What follows belongs to an exercise in optimizing a design on an open flow for small area; a production flow would make more cautious choices.
The RTL was checked by simulation tests, not by an equivalence proof against the original design.
Power is estimated from default activity; no workload was simulated.

### flow/config.mk
export PLATFORM = sky130hd
export DESIGN_NAME = store_datapath
export DESIGN_NICKNAME = store_datapath
export VERILOG_FILES = /design/flow/design.v
export SDC_FILE = /design/flow/constraint.sdc
export NUM_CORES = 4
export LEC_CHECK = 0
export CAP_MARGIN = 20
export CORE_MARGIN = 2
export CORE_UTILIZATION = 40
export PLACE_DENSITY = 0.5
export SLEW_MARGIN = 20
export SYNTH_HIERARCHICAL = 1
export SYNTH_MINIMUM_KEEP_SIZE = 0
### flow/constraint.sdc
create_clock -name core_clock -period 6.0 [get_ports {clk}]
set_input_delay 1.2000 -clock core_clock [delete_from_list [all_inputs] [get_ports {clk}]]
set_output_delay 1.2000 -clock core_clock [all_outputs]
set_load 0.01 [all_outputs]
### flow/design.v
`default_nettype none
module store_datapath #(
    parameter int         W                 = 64,
    parameter int         RATE_MAX          = 1344,
    parameter int         SIZE_W            = 32,
    parameter logic [1:0] SHAKE128_MODE_VEC = 2'b00,
    parameter logic [1:0] SHAKE256_MODE_VEC = 2'b01
) (
    input  wire logic                clk,
    input  wire logic                rst,      
    input  wire logic                start,
    input  wire logic [1:0]          operation_mode,
    input  wire logic [SIZE_W-1:0]   output_size,
    input  wire logic                block_valid,
    output logic                     block_ready,
    input  wire logic [RATE_MAX-1:0] state_in,
    output logic                     squeeze_request,
    output logic [W-1:0]             data_out,
    output logic                     data_out_valid,
    input  wire logic                data_out_ready,
    output logic                     last_output_word,
    output logic                     busy,
    output logic [W/8-1:0]           data_out_keep,
    output logic                     done
);
    localparam int c_DEPTH_128 = RATE_MAX / W;      
    localparam int c_DEPTH_256 = 1088 / W;          
    localparam int c_LB        = $clog2(W);         
    localparam int c_KEEP_W    = W / 8;
    localparam int c_GROUPS    = c_DEPTH_128 / 3;   
    typedef enum logic [1:0] {
        S_IDLE       = 2'd0,
        S_WAIT_BLOCK = 2'd1,
        S_STREAM     = 2'd2
    } state_t;
    state_t              r_state;
    state_t              w_state_next;
    logic [RATE_MAX-1:0] r_blk;         
    logic [RATE_MAX-1:0] w_blk_next;
    logic                r_par;         
    logic [c_DEPTH_128-1:0] r_sel;      
    logic [SIZE_W-1:0]   r_bits_left;   
    logic                r_mode_256;
    logic                r_done;
    logic                w_mode_ok;
    logic                w_stream;
    logic                w_last;
    logic                w_final;
    logic                w_take;
    logic                w_load;
    logic                w_keep;
    logic                w_start;
    logic [c_DEPTH_128-1:0] w_sel;
    logic [W-1:0]        w_mask;
    assign w_mode_ok = (operation_mode == SHAKE128_MODE_VEC) ||
                       (operation_mode == SHAKE256_MODE_VEC);
    assign w_stream  = (r_state == S_STREAM);
    assign w_last    = w_stream && (r_bits_left[SIZE_W-1:c_LB+1] == '0) &&
                       (!r_bits_left[c_LB] || (r_bits_left[c_LB-1:0] == '0));
    assign w_final   = r_mode_256 ? r_sel[c_DEPTH_256 - 1] : r_sel[c_DEPTH_128 - 1];
    assign w_take    = w_stream && data_out_ready;
    assign w_load    = (r_state == S_WAIT_BLOCK) && block_valid;
    assign w_keep    = !w_load;
    assign w_start   = (r_state == S_IDLE) && start && w_mode_ok;
    always_ff @(posedge clk or negedge rst) begin
        if (!rst) begin
            r_state <= S_IDLE;
            r_done  <= 1'b0;
        end else begin
            r_state <= w_state_next;
            r_done  <= (w_start && (output_size == '0)) || (w_take && w_last);
        end
    end
    always_comb begin
        w_state_next = r_state;
        case (r_state)
            S_IDLE:       if (w_start && (output_size != '0)) w_state_next = S_WAIT_BLOCK;
            S_WAIT_BLOCK: if (block_valid) w_state_next = S_STREAM;
            S_STREAM:     if (data_out_ready) begin
                              if (w_last)       w_state_next = S_IDLE;
                              else if (w_final) w_state_next = S_WAIT_BLOCK;
                          end
            default:      w_state_next = S_IDLE;
        endcase
    end
    always_ff @(posedge clk) begin
        if (w_start) begin
            r_bits_left[c_LB-1:0] <= output_size[c_LB-1:0];
            r_mode_256            <= (operation_mode == SHAKE256_MODE_VEC);
        end
    end
    always_ff @(posedge clk) begin
        r_bits_left[SIZE_W-1:c_LB] <= w_start ? output_size[SIZE_W-1:c_LB]
                                              : r_bits_left[SIZE_W-1:c_LB] - (SIZE_W-c_LB)'(w_take);
    end
    always_ff @(posedge clk) begin
        if (w_load) begin
            r_sel <= c_DEPTH_128'(1);
        end else if (w_take) begin
            r_sel <= {r_sel[c_DEPTH_128-2:0], 1'b0};
        end
    end
    always_ff @(posedge clk) begin
        r_par <= w_load | ~r_par;
    end
    genvar gb;
    generate
        for (gb = 0; gb < RATE_MAX; gb++) begin : g_blk
            store_datapath_keep u_keep (
                .d (state_in[gb]),
                .q (r_blk[gb]),
                .l (w_load),
                .h (w_keep),
                .y (w_blk_next[gb])
            );
        end
    endgenerate
    always_ff @(posedge clk) begin
        r_blk <= w_blk_next;
    end
    assign w_sel = r_sel;
    always_comb begin
        for (int i = 0; i < W; i++) begin
            w_mask[i] = w_stream &&
                        (!w_last || (r_bits_left[c_LB:0] > (c_LB+1)'(i)));
        end
    end
    genvar gi, gj;
    generate
        for (gi = 0; gi < W; gi++) begin : g_bit
            logic [c_GROUPS-1:0] w_grp_n;
            for (gj = 0; gj < c_GROUPS; gj++) begin : g_grp
                store_datapath_aoi3 u_aoi (
                    .s (w_sel[3*gj +: 3]),
                    .d ({r_blk[(3*gj+2)*W + gi], r_blk[(3*gj+1)*W + gi], r_blk[(3*gj)*W + gi]}),
                    .y (w_grp_n[gj])
                );
            end
            store_datapath_or_mask u_or (
                .n (w_grp_n),
                .p (r_par),
                .m (w_mask[gi]),
                .y (data_out[gi])
            );
        end
    endgenerate
    assign block_ready      = (r_state == S_WAIT_BLOCK);
    assign data_out_valid   = w_stream;
    assign squeeze_request  = w_take && !w_last && w_final;
    assign last_output_word = w_last;
    assign busy             = (r_state != S_IDLE);
    assign done             = r_done;
    always_comb begin
        for (int j = 0; j < c_KEEP_W; j++) begin
            data_out_keep[j] = w_stream &&
                               (!w_last || (r_bits_left[c_LB:0] > (c_LB+1)'(8*j)));
        end
    end
endmodule
module store_datapath_keep (
    input  wire logic d,
    input  wire logic q,
    input  wire logic l,
    input  wire logic h,
    output logic      y
);
    assign y = ~((d | h) & (q | l));
endmodule
module store_datapath_aoi3 (
    input  wire logic [2:0] s,
    input  wire logic [2:0] d,
    output logic            y
);
    assign y = ~((s[0] & d[0]) | (s[1] & d[1]) | (s[2] & d[2]));
endmodule
module store_datapath_or_mask (
    input  wire logic [6:0] n,
    input  wire logic       p,
    input  wire logic       m,
    output logic            y
);
    assign y = m & (p ^ ~(&n));
endmodule
`default_nettype wire
### flow/flow/run.sh
#!/bin/bash
# Layout flow: the standard ORFS flow (standard.sh), with
#  - port buffers of the smallest buffer cell instead of clkdlybuf4s50_1,
#  - I/O pins at least 0.6 um apart,
#  - a clock tree of small clock buffers and no dummy balancing loads.
# Each tool's full output goes to a log file in this folder.
set -euo pipefail
export BUFFER_PORTS_ARGS="-buffer_cell sky130_fd_sc_hd__buf_1"
export PLACE_PINS_ARGS="-min_distance 0.6"
export CTS_ARGS="-sink_clustering_enable -repair_clock_nets -dont_use_dummy_load -buf_list {sky130_fd_sc_hd__clkbuf_4 sky130_fd_sc_hd__clkbuf_8} -sink_clustering_buffer sky130_fd_sc_hd__clkbuf_4 -sink_clustering_size 8 -sink_clustering_max_diameter 50"
bash standard.sh finish > standard_flow.log 2>&1
### flow/standard.sh
#!/bin/bash
# synth_recipe.tcl (not shown) runs the flow's synth.tcl, then flattens the netlist and writes it again
# the make line also repeats each setting of config.mk as NAME=value (left out here)
make -C /OpenROAD-flow-scripts/flow DESIGN_CONFIG=/design/flow/config.mk WORK_HOME=/design/flow/orfs CLKGATE_MAP_FILE= SYNTH_SCRIPT=/design/flow/synth_recipe.tcl "${@:-finish}"
==> impl_metrics.ini, run 1 <==
[outcome]
status = finished clean

[sta]
tightest_slew_ns = 1.21
drv_slew = 0
hold_viol = 0
tns_ns = 0
fin_skew_ns = 0.100
setup_ws_ns = 0.840
rsz0062_at_grt = false
relSlewSlack = 0.192
setup_viol = 0
fin_crit_sh = 0.860
max_freq_mhz = 194
period_minus_slack_ns = 5.16

[logic_synthesis]
avgSynthCellArea_um2 = 11.5
synth_compound_area_frac = 0.308
synth_top_family_by_area = compound AO/OA/AOI/OAI gates
synth_seq_cells = 1402
synth_top_cell_by_area = dfxtp_1
synth_adder_area_share = 0.000553
synth_most_common_cell = dfxtp_1
synth_common_cells = dfxtp_1, o22ai_1, a222oi_1
yosys_most_used_dff = dfxtp_1
muxShareOfSynthArea = 0.000719
synth-simple-area-share = 0.0578
netlist_top_cells_area = dfxtp_1, o22ai_1, a222oi_1
synth_cell_types = 57
synth_top_area_share = 0.616
synth_xor_area_frac = 0.00445
yosys_warnings = 7
mappedNetlistNets = 5325
netlist_instances = 3940
synth-seq-area-share = 0.622
syn_area_mm2 = 0.0452
synth_edf_count = 7
postSynth.asyncResetShare = 0.00214

[floorplanning]
die_x_um = 340
ios = 1461
core_mm2 = 0.112
die_area_mm2 = 0.116
die_y_um = 340
start_util = 0.403
core.rowCount = 123

[clocking]
cts_sinks = 1402
ctsResizeCount = 0
clk_latency_ns = 0.88
htree_levels = 4
hold_buffers = 0
cts_buffers = 196
clockBufferDepth = 3
clk_pin_slew_ns = 0.10
cts_tree = yes
cts_setup_buffers = 0
root_buffer = clkbuf_8

[drt]
drtAntennaViolNets = 0
via_per_inst = 6.55
drt_pass1_iterations = 8
drc_errors = 0
vias = 47641
drt-initial-drc-count = 7520
totalWireLength_um = 247000
drt-wirelength-per-cell_um = 34.0

[grt]
grt_pass1_wl_um = 336000
grt_usage = 0.403
gr-total-overflow = 0
antenna_found_initial = 230
grt_pass1_vias = 43127
grt_max_degree = 223

[critical_path]
crit_required_ns = 4.80
critPathMaxStageDelay_ns = 0.73
crit_chain = or4_1 > nor4_4 > nand4_4 > nor2_8 > a21oi_1 > and3_1 > buf_1
critPathCaptureType = primary output
slowest_stage = or4_1
crit_type = reg2out
startpoint_type = register
crit_fanout = 19
arrival_ns = 3.96

[min_path]
hold_path.class = in2async

[power_and_ir_drop]
power_density_mw_per_mm2 = 567
ir_worst_vdd_v = 0.000258
power.leakage_nw = 19.4

[finish]
drive_gt1_frac = 0.0559
nNetsFinal = 7002
area_delta_synth_final_pct = 21.9

[placement]
place_congestion = 0.985
portBuffers = 1460
post-dp-hpwl_um = 179000
dp_slack_ns = 1.76

[run]
drv_cap = 0
[state kept, by name (all words and copies together), names as in the netlist]
signal,cells
r_blk,1344
r_bits_left,32
r_sel,21
r_state,2
r_done,1
r_mode_256,1
r_par,1
[modules after synthesis, one instance, submodules excluded]
module / cells / flops+latches / area [um^2] / times used
store_datapath: 1828 / 1402 / 30500 / 1
store_datapath_aoi3: 1 / 0 / 10.0 / 448
store_datapath_keep: 1 / 0 / 6.26 / 1344
store_datapath_or_mask: 5 / 0 / 28.8 / 64
[layout by cell type (no fill, tap or decap), types with 48 or more instances in the layout]
master,count
diode_2,157
a222oi_1,448
and3_1,67
o22ai_1,1344
or3_1,68
clkbuf_4,179
dfxtp_1,1370
buf_4,48
nand4_1,68
nand2_1,94
o21ai_0,95
nand3_1,76
buf_1,1460
a21oi_1,67
[area by class of cell]
| class | instances | area [um^2] |
|---|---|---|
| inverters | 6 | 30.0 |
| fillers | 10996 | 57200 |
| clock buffers | 196 | 1580 |
| multi-input cells | 2486 | 16900 |
| flip-flops and latches | 1402 | 28200 |
| diodes | 157 | 393 |
| repair buffers | 1525 | 6180 |
| well taps | 1500 | 1880 |
[report_power, final]
| group | total, mW | switching, mW | internal (mW) |
|---|---|---|---|
| clock | 4.89 | 3.25 | 1.63 |
| combinational | 8.75 | 5.15 | 3.60 |
| sequential | 17.6 | 3.24 | 14.4 |
| total | 31.3 | 11.6 | 19.6 |
[through the flow]
stage	cells	hold WS [ns]	area, um^2	total power [mW]	utilization
floorplan	3940	0.410	45300	22.3	-
global placement	6919	0.417	53200	26.0	0.473
detailed placement	6919	0.426	53200	26.2	0.473
CTS	7115	0.0504	54800	31.0	0.487
global route	7190	0.0663	54900	32.9	0.489
finish	7272	0.107	55100	31.3	0.491
[layer usage]
layer | routed length [um] | track usage
met2 | 103000 | 0.567
met5 | 1350 | 0.0204
met1 | 98700 | 0.535
met4 | 8470 | 0.146
met3 | 35700 | 0.189
[worst max-delay path, delay by kind of cell, from the launching register on]
kind / cells / cell delay [ns]
AOI/OAI and AO/OA: 1 / 0.26
buffers and inverters: 1 / 0.15
DFF: 1 / 0.35
and+or+nand+nor: 5 / 2.35
[final timing paths]
path | startpoint | end | slack, ns | cells after the start
max | r_bits_left[12] | data_out[24] | 0.84 | 7
min | rst | r_state[0] | 0.11 | 1
max reg2reg | r_state[0] | r_blk[485] | 2.54 | 5
min reg2reg | r_blk[1028] | r_blk[1028] | 0.44 | 1
max in group asynchronous | rst | r_state[1] | 5.73 | 1
min in group core_clock | r_blk[1028] | r_blk[1028] | 0.44 | 1
[logic make-up (layout without fill, tap and decap cells)]
kind of cell	count (synthesis)	in the layout
AO/OA/AOI/OAI	1988	1988
XOR/XNOR	23	23
adder cells (fa/ha/maj)	2	2
buffers and inverters	52	1727
flip-flops	1402	1402
multiplexers	3	3
other	0	157
AND/OR/NAND/NOR	470	470
==> inputs of run 2 (changes only) <==
--- a/flow/config.mk
+++ b/flow/config.mk
@@ -7,3 +7,3 @@
 export LEC_CHECK = 0
-export CAP_MARGIN = 20
+export CAP_MARGIN = 5
 export CORE_MARGIN = 2
@@ -11,3 +11,3 @@
 export PLACE_DENSITY = 0.5
-export SLEW_MARGIN = 20
+export SLEW_MARGIN = 5
 export SYNTH_HIERARCHICAL = 1
==> impl_metrics.ini, run 2 <==
[floorplanning]
die_x_um = 340
core.rowCount = 123
ios = 1461
die_area_mm2 = 0.116
start_util = 0.403
core_mm2 = 0.112
die_y_um = 340

[sta]
drv_slew = 0
hold_viol = 0
fin_skew_ns = 0.100
fin_crit_sh = 0.860
rsz0062_at_grt = false
max_freq_mhz = 194
setup_viol = 0
setup_ws_ns = 0.840
period_minus_slack_ns = 5.16
relSlewSlack = 0.192
tightest_slew_ns = 1.21

[logic_synthesis]
mappedNetlistNets = 5325
postSynth.asyncResetShare = 0.00214
netlist_top_cells_area = dfxtp_1, o22ai_1, a222oi_1
synth_top_area_share = 0.616
synth_cell_types = 57
yosys_warnings = 7
syn_area_mm2 = 0.0452
synth_edf_count = 7
yosys_most_used_dff = dfxtp_1
synth_seq_cells = 1402
synth-seq-area-share = 0.622
synth_common_cells = dfxtp_1, o22ai_1, a222oi_1
netlist_instances = 3940
synth_most_common_cell = dfxtp_1
synth_top_cell_by_area = dfxtp_1
avgSynthCellArea_um2 = 11.5

[grt]
grt_pass1_vias = 43127
grt_usage = 0.403
antenna_found_initial = 230
grt_max_degree = 223
grt_pass1_wl_um = 336000
gr-total-overflow = 0

[drt]
drt-wirelength-per-cell_um = 34.0
via_per_inst = 6.55
drtAntennaViolNets = 0
drt_pass1_iterations = 8
drt-initial-drc-count = 7520
vias = 47641
drc_errors = 0
totalWireLength_um = 247000

[outcome]
status = finished clean

[placement]
post-dp-hpwl_um = 179000
place_congestion = 0.985
portBuffers = 1460
dp_slack_ns = 1.76
placement.cell_area_mm2 = 0.0532

[finish]
most-common-layout-cells = buf_1, dfxtp_1, o22ai_1
area_delta_synth_final_pct = 21.9
top_register = r_blk
nNetsFinal = 7002
largest_register_ffs = 1344
drive_gt1_frac = 0.0559
top_regs = r_blk x1344, r_bits_left x32, r_sel x21
mostFrequentLayoutCell = buf_1
post-route-cell-area_mm2 = 0.0551

[min_path]
hold_path.class = in2async

[clocking]
hold_buffers = 0
htree_levels = 4
ctsResizeCount = 0
clk_pin_slew_ns = 0.10
clockBufferDepth = 3
cts_buffers = 196
cts_setup_buffers = 0
clk_latency_ns = 0.88
cts_sinks = 1402
cts_tree = yes
root_buffer = clkbuf_8

[power_and_ir_drop]
seq_power_share = 0.564
combPwrFrac = 0.280
power.leakage_nw = 19.4
power_density_mw_per_mm2 = 567
intPower_mw = 19.6
clockPowerShare = 0.156
p_switching_mw = 11.6
ir_worst_vdd_v = 0.000258
switching_share = 0.372

[critical_path]
startpoint_type = register
startpoint = r_bits_left[12]
critPathCaptureType = primary output
crit_required_ns = 4.80
crit_type = reg2out
arrival_ns = 3.96
crit_fanout = 19
reg2reg_from = r_state[0]

[run]
drv_cap = 0
## run 2: cell counts in the layout (fill, tap and decap cells not counted)
Identical to the previous run, type by type.
## run 2: cell families (layout without fill, tap and decap cells)
family / after synthesis / count (layout) / share of synthesized area
xor gates and xnor gates: 23 / 23 / 0.00445
DFF: 1402 / 1402 / 0.622
and+or+nand+nor: 470 / 470 / 0.0578
muxes: 3 / 3 / 0.000719
AOI/OAI and AO/OA: 1988 / 1988 / 0.308
buffers and inverters: 52 / 1727 / 0.00562
adders and majority gates: 2 / 2 / 0.000553
other: 0 / 157 / 0
## run 2: power by group through the flow
stage / Combinational (mW) / Clock [mW] / Sequential (mW)
final: 8.75 / 4.89 / 17.6
after global routing: 9.43 / 5.33 / 18.1
after CTS: 8.52 / 4.94 / 17.5
after detailed placement: 8.49 / 0 / 17.7
after global placement: 8.28 / 0 / 17.7
after floorplan: 5.58 / 0 / 16.8
## run 2: metal layers
metal	vias to the layer above	GRT usage	part of all wire
met4	166	0.146	0.034
met2	3099	0.567	0.42
met5	-	0.0204	0.0055
met3	581	0.189	0.14
met1	23018	0.535	0.40
li1	20777	-	-
## run 2: final timing paths
| check | slack [ns] | end | cells after the start |
|---|---|---|---|
| worst max-delay path | 0.84 | data_out[24] | 7 |
| worst min-delay path | 0.11 | r_state[0] | 1 |
| min in group core_clock | 0.44 | r_blk[1028] | 1 |
| worst min register to register | 0.44 | r_blk[1028] | 1 |
| worst max register to register | 2.54 | r_blk[485] | 5 |
| max in group asynchronous | 5.73 | r_state[1] | 1 |
## run 2: layout make-up
type                    instances  area (um^2)
fillers                     10996        57200
flip-flops and latches       1402        28200
multi-input cells            2486        16900
repair buffers               1525         6180
well taps                    1500         1880
clock buffers                 196         1580
diodes                        157          393
inverters                       6         30.0
## run 2: critical path, stage by stage, from the launching register on
cell     delay (ns)
dfxtp_1        0.35
or4_1          0.73
nor4_4         0.29
nand4_4        0.40
nor2_8         0.64
a21oi_1        0.26
and3_1         0.29
buf_1          0.15
## run 2: modules after synthesis (local to each module, per instance)
module                  cell area, um^2  copies in the design  flip-flops and latches
store_datapath_keep                6.26                  1344                       0
store_datapath_aoi3                10.0                   448                       0
store_datapath_or_mask             28.8                    64                       0
store_datapath                    30500                     1                    1402
## run 2: metrics by stage
| stage | std cells | hold slack [ns] | power [mW] | TNS, ns | utilization |
|---|---|---|---|---|---|
| finish | 7272 | 0.107 | 31.3 | 0 | 0.491 |
| global route | 7190 | 0.0663 | 32.9 | 0 | 0.489 |
| CTS | 7115 | 0.0504 | 31.0 | 0 | 0.487 |
| detailed placement | 6919 | 0.426 | 26.2 | 0 | 0.473 |
| global placement | 6919 | 0.417 | 26.0 | 0 | 0.473 |
| floorplan | 3940 | 0.410 | 22.3 | -2404.67 | - |
==> inputs of run 3 (changes only) <==
--- a/flow/flow/run.sh
+++ b/flow/flow/run.sh
@@ -4,2 +4,3 @@
 #  - I/O pins at least 0.6 um apart,
+#  - global routing layer adjustment 0.1 instead of 0.2,
 #  - a clock tree of small clock buffers and no dummy balancing loads.
@@ -9,2 +10,3 @@
 export PLACE_PINS_ARGS="-min_distance 0.6"
+export FASTROUTE_TCL="$(pwd)/flow/fastroute.tcl"
 export CTS_ARGS="-sink_clustering_enable -repair_clock_nets -dont_use_dummy_load -buf_list {sky130_fd_sc_hd__clkbuf_4 sky130_fd_sc_hd__clkbuf_8} -sink_clustering_buffer sky130_fd_sc_hd__clkbuf_4 -sink_clustering_size 8 -sink_clustering_max_diameter 50"
==> flow/flow/fastroute.tcl (new file) <==
# The platform's global-routing setup with a smaller layer adjustment.
set_global_routing_layer_adjustment $::env(MIN_ROUTING_LAYER)-$::env(MAX_ROUTING_LAYER) 0.1

set_routing_layers -clock $::env(MIN_CLK_ROUTING_LAYER)-$::env(MAX_ROUTING_LAYER)
set_routing_layers -signal $::env(MIN_ROUTING_LAYER)-$::env(MAX_ROUTING_LAYER)
--- a/flow/config.mk
+++ b/flow/config.mk
@@ -7,3 +7,3 @@
 export LEC_CHECK = 0
-export CAP_MARGIN = 5
+export CAP_MARGIN = 20
 export CORE_MARGIN = 2
@@ -11,3 +11,3 @@
 export PLACE_DENSITY = 0.5
-export SLEW_MARGIN = 5
+export SLEW_MARGIN = 20
 export SYNTH_HIERARCHICAL = 1
==> impl_metrics.ini, run 3 <==
[grt]
grt_pass1_wl_um = 335000
grt_pass1_vias = 43154
grt_max_degree = 189
grt_usage = 0.360
gr-total-overflow = 0
antenna_found_initial = 214

[critical_path]
crit_fanout = 15
reg2reg_from = r_state[0]
crit_type = reg2out
startpoint_type = register
worst_r2r_endpoint = r_bits_left[30]
path_delay_family = simple AND/OR/NAND/NOR gates
critPathMaxStageDelay_ns = 0.67
crit_chain = or4_4 > nor2_1 > nand4_1 > nor2_2 > a31oi_1 > and3_1 > buf_1
critPathCaptureType = primary output
reg2reg_slack_ns = 2.47
slowest_stage = nor2_2
crit_required_ns = 4.80
arrival_ns = 4.07
path_buf_inv = 1
rr_worst_depth = 11

[sta]
setup_viol = 0
hold_viol = 0
relSlewSlack = 0.230
drv_slew = 0
setup_ws_ns = 0.734
max_freq_mhz = 190
rsz0062_at_grt = false
period_minus_slack_ns = 5.27
fin_crit_sh = 0.878
tns_ns = 0
tightest_slew_ns = 1.16
fin_skew_ns = 0.0703

[logic_synthesis]
netlist_top_cells_area = dfxtp_1, o22ai_1, a222oi_1
synth_edf_count = 7
synth_top_cell_by_area = dfxtp_1
synth_most_common_cell = dfxtp_1
mappedNetlistNets = 5325
synth-seq-area-share = 0.622
yosys_warnings = 7
avgSynthCellArea_um2 = 11.5
yosys_most_used_dff = dfxtp_1
synth_top_area_share = 0.616
netlist_instances = 3940
synth_seq_cells = 1402
synth_common_cells = dfxtp_1, o22ai_1, a222oi_1
postSynth.asyncResetShare = 0.00214
syn_area_mm2 = 0.0452
synth_cell_types = 57

[outcome]
status = finished clean

[min_path]
hold_path.class = in2async

[finish]
top_regs = r_blk x1344, r_bits_left x32, r_sel x21
mostFrequentLayoutCell = buf_1
largest_register_ffs = 1344
instances_no_fill = 7257
top_register = r_blk
most-common-layout-cells = buf_1, dfxtp_1, o22ai_1
nNetsFinal = 7002
fill_cells = 10965
drive_gt1_frac = 0.0559
area_delta_synth_final_pct = 21.8
post-route-cell-area_mm2 = 0.0551

[drt]
drt-wirelength-per-cell_um = 34.1
vias = 47867
totalWireLength_um = 247000
drtAntennaViolNets = 0
drt_pass1_iterations = 12
drt-initial-drc-count = 7979
drc_errors = 0
via_per_inst = 6.60

[clocking]
clockBufferDepth = 3
cts_setup_buffers = 0
cts_buffers = 197
ctsResizeCount = 0
htree_levels = 4
clk_latency_ns = 0.88
hold_buffers = 0
root_buffer = clkbuf_8
cts_sinks = 1402
clk_pin_slew_ns = 0.09
cts_tree = yes

[placement]
post-dp-hpwl_um = 178000
portBuffers = 1460
dp_slack_ns = 1.71
place_congestion = 0.914
placement.cell_area_mm2 = 0.0531
dpl.cell_count = 6918

[power_and_ir_drop]
ir_worst_vdd_v = 0.000232
power.leakage_nw = 19.3
power_density_mw_per_mm2 = 567

[floorplanning]
ios = 1461
die_y_um = 340
core_mm2 = 0.112
die_area_mm2 = 0.116
core.rowCount = 123
die_x_um = 340
start_util = 0.403

[run]
drv_cap = 0
-- run 3: cell type report --
class	instances	area (um^2)	area share
diodes	142	355	0.00645
clock buffers	197	1590	0.0288
inverters	6	30.0	0.000545
multi-input cells	2486	16900	0.306
flip-flops and latches	1402	28200	0.513
well taps	1500	1880	0.0341
repair buffers	1524	6150	0.112
-- run 3: metrics by stage --
step                hold WS [ns]  utilization  power (mW)
floorplan                  0.410            -        22.3
global placement           0.417        0.473        25.9
detailed placement         0.426        0.473        26.2
CTS                       0.0777        0.487        30.9
global route               0.120        0.488        32.9
finish                     0.135        0.490        31.3
-- run 3: cells by family after synthesis --
family | after synthesis | synth area share
buffers and inverters | 52 | 0.00562
AO/OA/AOI/OAI | 1988 | 0.308
multiplexers | 3 | 0.000719
flip-flops | 1402 | 0.622
AND/OR/NAND/NOR | 470 | 0.0578
adder cells (fa/ha/maj) | 2 | 0.000553
XOR/XNOR | 23 | 0.00445
-- run 3: power by group --
part	switching, mW	internal, mW
combinational	5.13	3.59
sequential	3.25	14.4
clock	3.24	1.64
total	11.6	19.6
-- run 3: per-module statistics from Yosys (local to each module, per instance) --
module,cells inside,flip-flops and latches
store_datapath,1828,1402
store_datapath_keep,1,0
store_datapath_or_mask,5,0
store_datapath_aoi3,1,0
-- run 3: routing by layer --
metal | GRT usage | wire length (um) | vias up
met5 | 0.0163 | 1250 | -
li1 | - | - | 20752
met3 | 0.167 | 36300 | 572
met1 | 0.478 | 99000 | 23213
met2 | 0.529 | 103000 | 3178
met4 | 0.0971 | 7410 | 152
-- run 3: how the worst max path moves through the flow --
stage	start	depth (start not counted)	endpoint	slack [ns]
after floorplan	block_valid	4	r_blk[0]	-1.84
after global placement	r_bits_left[12]	7	data_out[24]	1.78
after CTS	r_bits_left[22]	7	data_out[0]	0.79
after detailed placement	r_bits_left[12]	7	data_out[24]	1.71
final	r_bits_left[22]	7	data_out[0]	0.73
after global routing	r_bits_left[22]	7	data_out[0]	0.64
==> inputs of run 4 (changes only) <==
==> flow/flow/run.sh (replaced) <==
#!/bin/bash
# Layout flow: the standard ORFS flow (standard.sh), with
#  - port buffers of the smallest buffer cell instead of clkdlybuf4s50_1,
#  - a clock tree of small clock buffers and no dummy balancing loads.
# Each tool's full output goes to a log file in this folder.
set -euo pipefail
export BUFFER_PORTS_ARGS="-buffer_cell sky130_fd_sc_hd__buf_1"
export PLACE_PINS_ARGS="-min_distance 1 -min_distance_in_tracks"
export CTS_ARGS="-sink_clustering_enable -repair_clock_nets -dont_use_dummy_load -buf_list {sky130_fd_sc_hd__clkbuf_4 sky130_fd_sc_hd__clkbuf_8} -sink_clustering_buffer sky130_fd_sc_hd__clkbuf_4 -sink_clustering_size 10 -sink_clustering_max_diameter 60"
bash standard.sh finish > standard_flow.log 2>&1
--- a/flow/config.mk
+++ b/flow/config.mk
@@ -7,3 +7,3 @@
 export LEC_CHECK = 0
-export CAP_MARGIN = 20
+export CAP_MARGIN = 5
 export CORE_MARGIN = 2
@@ -11,3 +11,3 @@
 export PLACE_DENSITY = 0.5
-export SLEW_MARGIN = 20
+export SLEW_MARGIN = 5
 export SYNTH_HIERARCHICAL = 1
removed: flow/flow/fastroute.tcl
==> impl_metrics.ini, run 4 <==
[outcome]
status = stopped before the end
lastStage = global routing (5_1_grt)
tool.error = [ERROR GRT-0116] Global routing finished with congestion. Check the congestion regions in the DRC Viewer.

[placement]
place_congestion = 0.944
portBuffers = 1460
placement.cell_area_mm2 = 0.0530
dpl.cell_count = 6901
post-dp-hpwl_um = 157000

[logic_synthesis]
avgSynthCellArea_um2 = 11.5
syn_area_mm2 = 0.0452
synth_top_cell_by_area = dfxtp_1
yosys_most_used_dff = dfxtp_1
synth_top_area_share = 0.616
mappedNetlistNets = 5325
synth_seq_cells = 1402
synth-seq-area-share = 0.622
yosys_warnings = 7
synth_most_common_cell = dfxtp_1
synth_edf_count = 7
netlist_top_cells_area = dfxtp_1, o22ai_1, a222oi_1
synth_cell_types = 57
synth_common_cells = dfxtp_1, o22ai_1, a222oi_1
netlist_instances = 3940
postSynth.asyncResetShare = 0.00214

[clocking]
clockBufferDepth = 3
ctsResizeCount = 0
hold_buffers = 0
htree_levels = 4
root_buffer = clkbuf_8
cts_setup_buffers = 0
cts_sinks = 1402
cts_buffers = 159

[grt]
grt_pass1_vias = 46003
gr-total-overflow = 3
grt_pass1_wl_um = 329000
grt_usage = 0.395
grt_max_degree = 244

[floorplanning]
die_y_um = 340
ios = 1461
die_x_um = 340
start_util = 0.403
core.rowCount = 123
-- run 4: cell counts after synthesis --
No cell type changed its count.
-- run 4: cells by family after synthesis --
group	share of synthesized area
muxes	0.000719
and+or+nand+nor	0.0578
AOI/OAI and AO/OA	0.308
DFF	0.622
buffers and inverters	0.00562
adders and majority gates	0.000553
xor gates and xnor gates	0.00445
-- run 4: metrics by stage --
stage                     total power, mW  setup slack [ns]
after floorplan                      22.3             -1.84
after global placement               25.6              1.34
after detailed placement             25.9              1.30
after CTS                            30.3             0.775
-- run 4: power by group through the flow --
stage          registers [mW]  clock network, mW  logic [mW]
2_1_floorplan            16.8                  0        5.58
3_3_place_gp             17.6                  0        8.02
3_5_place_dp             17.6                  0        8.26
4_1_cts                  17.4               4.56        8.28
-- run 4: worst max path at each step --
stage	startpoint	endpoint	slack [ns]	cells past startpoint
CTS	r_bits_left[12]	data_out[8]	0.77	7
detailed placement	data_out_ready	r_bits_left[30]	1.30	10
global placement	data_out_ready	r_bits_left[30]	1.34	10
floorplan	block_valid	r_blk[0]	-1.84	4
-- run 4: modules after synthesis, one instance, submodules excluded --
module,cells,flops+latches,times used,area (um^2)
store_datapath,1828,1402,1,30500
store_datapath_keep,1,0,1344,6.26
store_datapath_aoi3,1,0,448,10.0
store_datapath_or_mask,5,0,64,28.8
-- run 4: per-layer routing --
metal	overflow	GRT usage
met1	0	0.454
met2	2	0.588
met3	0	0.167
met4	1	0.285
met5	0	0.0106
==> inputs of run 5 (changes only) <==
--- a/flow/design.v
+++ b/flow/design.v
@@ -40,3 +40,3 @@
     logic                r_par;         
-    logic [c_DEPTH_128-1:0] r_sel;      
+    logic [4:0]          r_ptr;         
     logic [SIZE_W-1:0]   r_bits_left;   
@@ -59,3 +59,3 @@
                        (!r_bits_left[c_LB] || (r_bits_left[c_LB-1:0] == '0));
-    assign w_final   = r_mode_256 ? r_sel[c_DEPTH_256 - 1] : r_sel[c_DEPTH_128 - 1];
+    assign w_final   = r_mode_256 ? (r_ptr == 5'(c_DEPTH_256 - 1)) : (r_ptr == 5'(c_DEPTH_128 - 1));
     assign w_take    = w_stream && data_out_ready;
@@ -97,5 +97,5 @@
         if (w_load) begin
-            r_sel <= c_DEPTH_128'(1);
+            r_ptr <= '0;
         end else if (w_take) begin
-            r_sel <= {r_sel[c_DEPTH_128-2:0], 1'b0};
+            r_ptr <= r_ptr + 1'b1;
         end
@@ -120,3 +120,7 @@
     end
-    assign w_sel = r_sel;
+    always_comb begin
+        for (int k = 0; k < c_DEPTH_128; k++) begin
+            w_sel[k] = (r_ptr[1:0] == 2'(k % 4)) && (r_ptr[4:2] == 3'(k / 4));
+        end
+    end
     always_comb begin
==> flow/flow/run.sh (replaced) <==
#!/bin/bash
# Layout flow: the standard ORFS flow (standard.sh), with
#  - port buffers of the smallest buffer cell instead of clkdlybuf4s50_1,
#  - I/O pins at least 0.6 um apart,
#  - a clock tree of small clock buffers and no dummy balancing loads.
# Each tool's full output goes to a log file in this folder.
set -euo pipefail
export BUFFER_PORTS_ARGS="-buffer_cell sky130_fd_sc_hd__buf_1"
export PLACE_PINS_ARGS="-min_distance 0.6"
export CTS_ARGS="-sink_clustering_enable -repair_clock_nets -dont_use_dummy_load -buf_list {sky130_fd_sc_hd__clkbuf_4 sky130_fd_sc_hd__clkbuf_8} -sink_clustering_buffer sky130_fd_sc_hd__clkbuf_4 -sink_clustering_size 8 -sink_clustering_max_diameter 50"
bash standard.sh finish > standard_flow.log 2>&1
--- a/flow/config.mk
+++ b/flow/config.mk
@@ -7,3 +7,3 @@
 export LEC_CHECK = 0
-export CAP_MARGIN = 5
+export CAP_MARGIN = 20
 export CORE_MARGIN = 2
@@ -11,3 +11,3 @@
 export PLACE_DENSITY = 0.5
-export SLEW_MARGIN = 5
+export SLEW_MARGIN = 20
 export SYNTH_HIERARCHICAL = 1
==> impl_metrics.ini, run 5 <==
[finish]
multi_input_area_mm2 = 0.0169
top_regs = r_blk x1344, r_bits_left x32, r_ptr x5
mostFrequentLayoutCell = buf_1
largest_register_ffs = 1344
top_register = r_blk
regArea_mm2 = 0.0278
most-common-layout-cells = buf_1, dfxtp_1, o22ai_1
post-route-cell-area_mm2 = 0.0549
drive_gt1_frac = 0.0535
area_delta_synth_final_pct = 22.2
fill_cells = 10880
nNetsFinal = 6996

[critical_path]
startpoint_type = register
reg2reg_slack_ns = 1.83
crit_required_ns = 4.80
crit_chain = nand2b_1 > nor2_4 > buf_4 > a222oi_1 > nand4_1 > or3_1 > and3_1 > buf_1
startpoint = r_ptr[4]
rr_worst_depth = 12
path_buf_inv = 2
path_delay_family = simple AND/OR/NAND/NOR gates
crit_fanout = 34
reg2reg_from = r_state[0]
critPathMaxStageDelay_ns = 0.93
crit_type = reg2out
worst_r2r_endpoint = r_bits_left[30]
arrival_ns = 4.58
worst-path-stages = 8
critPathCaptureType = primary output
slowest_stage = nor2_4

[power_and_ir_drop]
seq_power_share = 0.562
combPwrFrac = 0.216
clockPowerShare = 0.222
ir_worst_vdd_v = 0.000233
switching_share = 0.344
power_density_mw_per_mm2 = 394
p_switching_mw = 7.44
power.leakage_nw = 19.3
intPower_mw = 14.2

[drt]
drt-wirelength-per-cell_um = 33.1
via_per_inst = 6.52
drt-initial-drc-count = 7094
drc_errors = 0
drt_pass1_iterations = 10
totalWireLength_um = 240000
vias = 47195
drtAntennaViolNets = 0

[clocking]
ctsResizeCount = 0
clk_pin_slew_ns = 0.09
root_buffer = clkbuf_8
cts_sinks = 1386
cts_setup_buffers = 0
cts_buffers = 195
htree_levels = 4
clockBufferDepth = 3
clk_latency_ns = 0.88
cts_tree = yes
hold_buffers = 0

[grt]
grt_pass1_vias = 43464
antenna_found_initial = 243
grt_usage = 0.395
grt_max_degree = 246
gr-total-overflow = 0
grt_pass1_wl_um = 329000

[logic_synthesis]
yosys_warnings = 7
netlist_top_cells_area = dfxtp_1, o22ai_1, a222oi_1
synth_seq_cells = 1386
synth_cell_types = 57
synth_top_cell_by_area = dfxtp_1
mappedNetlistNets = 5317
yosys_most_used_dff = dfxtp_1
synth_most_common_cell = dfxtp_1
netlist_instances = 3928
synth_edf_count = 7
synth_top_area_share = 0.613
syn_area_mm2 = 0.0449
synth_common_cells = dfxtp_1, o22ai_1, a222oi_1
synth-seq-area-share = 0.620
postSynth.asyncResetShare = 0.00216
avgSynthCellArea_um2 = 11.4

[sta]
holdWs_ns = 0.171
hold_viol = 0
relSlewSlack = 0.188
fin_skew_ns = 0.0688
tns_ns = 0
period_minus_slack_ns = 5.78
fin_crit_sh = 0.964
rsz0062_at_grt = false
tightest_slew_ns = 1.22
setup_viol = 0
max_freq_mhz = 173
drv_slew = 0

[floorplanning]
die_x_um = 339
start_util = 0.405
ios = 1461
die_y_um = 339
die_area_mm2 = 0.115
core_mm2 = 0.111
core.rowCount = 122

[placement]
placement.cell_area_mm2 = 0.0529
place_congestion = 0.977
post-dp-hpwl_um = 175000
portBuffers = 1460

[min_path]
hold_path.class = in2async

[outcome]
status = finished clean

[run]
drv_cap = 0
[run 5: power groups by stage]
| stage | registers (mW) | clock network (mW) | logic [mW] |
|---|---|---|---|
| after floorplan | 12.0 | 0 | 2.42 |
| after global placement | 12.3 | 0 | 4.43 |
| after detailed placement | 12.3 | 0 | 4.50 |
| after CTS | 12.1 | 4.89 | 4.52 |
| after global routing | 12.4 | 5.27 | 4.91 |
| final | 12.2 | 4.81 | 4.66 |
[run 5: area by class of cell]
type | instances | area share
clock buffers | 195 | 0.0286
well taps | 1488 | 0.0339
inverters | 14 | 0.00109
multi-input cells | 2481 | 0.309
diodes | 144 | 0.00657
flip-flops and latches | 1386 | 0.507
repair buffers | 1529 | 0.113
[run 5: per-stage QoR]
stage / power (mW) / std cells / utilization / setup WS [ns]
after CTS: 21.5 / 7093 / 0.491 / 0.184
after global placement: 16.8 / 6898 / 0.477 / 1.18
final: 21.6 / 7237 / 0.494 / 0.217
after floorplan: 14.4 / 3928 / - / -26.90
after global routing: 22.5 / 7163 / 0.493 / 0.0936
after detailed placement: 16.8 / 6898 / 0.477 / 1.11
[run 5: Yosys stat by module, one instance, submodules excluded]
module | flops+latches | times used | cells | area [um^2]
store_datapath_aoi3 | 0 | 448 | 1 | 10.0
store_datapath_keep | 0 | 1344 | 1 | 6.26
store_datapath_or_mask | 0 | 64 | 5 | 28.8
store_datapath | 1386 | 1 | 1816 | 30200
[run 5: logic make-up (layout without fill, tap and decap cells)]
| logic type | Yosys count | count (layout) | share of synthesized area |
|---|---|---|---|
| AOI/OAI and AO/OA | 1980 | 1980 | 0.309 |
| other | 0 | 144 | 0 |
| adders and majority gates | 6 | 6 | 0.00167 |
| DFF | 1386 | 1386 | 0.620 |
| and+or+nand+nor | 466 | 466 | 0.0575 |
| xor gates and xnor gates | 29 | 29 | 0.00566 |
| buffers and inverters | 61 | 1738 | 0.00610 |
[run 5: worst max-delay path by stage]
stage / endpoint / slack [ns]
after floorplan: r_blk[0] / -26.90
after global placement: data_out[3] / 1.18
after detailed placement: data_out[3] / 1.11
after CTS: data_out[3] / 0.18
after global routing: data_out[1] / 0.09
final: data_out[3] / 0.22
[run 5: layer usage]
metal / wire length [um] / up-vias / global-route usage
met5: 1130 / - / 0
met1: 91700 / 22622 / 0.485
met2: 101000 / 2931 / 0.569
met4: 10300 / 192 / 0.172
li1: - / 20764 / -
met3: 35600 / 686 / 0.211

static timing again, ports no longer ideal:
How much do the figures lean on ideal ports? The routed layouts below were timed once more, with nothing changed but the port constraints.
Step 1: set_driving_cell puts a clkbuf_16 on clk and a buf_2 on each other input, an assumption about the parent block.
Step 2, shift: input delay + t, output delay - t, t = (earliest + latest rising clock arrival at the registers) / 2. This alone moves slack from input paths to output paths.
Three values: ideal, step 1, step 2; two values: the first two.
run | t (ns) | setup WS [ns] | worst slew at a driven data input, ns
run 1 | 0.910 | 0.840 / 0.769 / 1.679 | 0.23
run 2 | 0.910 | 0.840 / 0.769 / 1.679 | 0.23
run 3 | 0.913 | 0.734 / 0.654 / 1.567 | 0.24
run 5 | 0.913 | 0.217 / 0.141 / 1.055 | 0.24
After both steps every run listed still meets setup and hold.
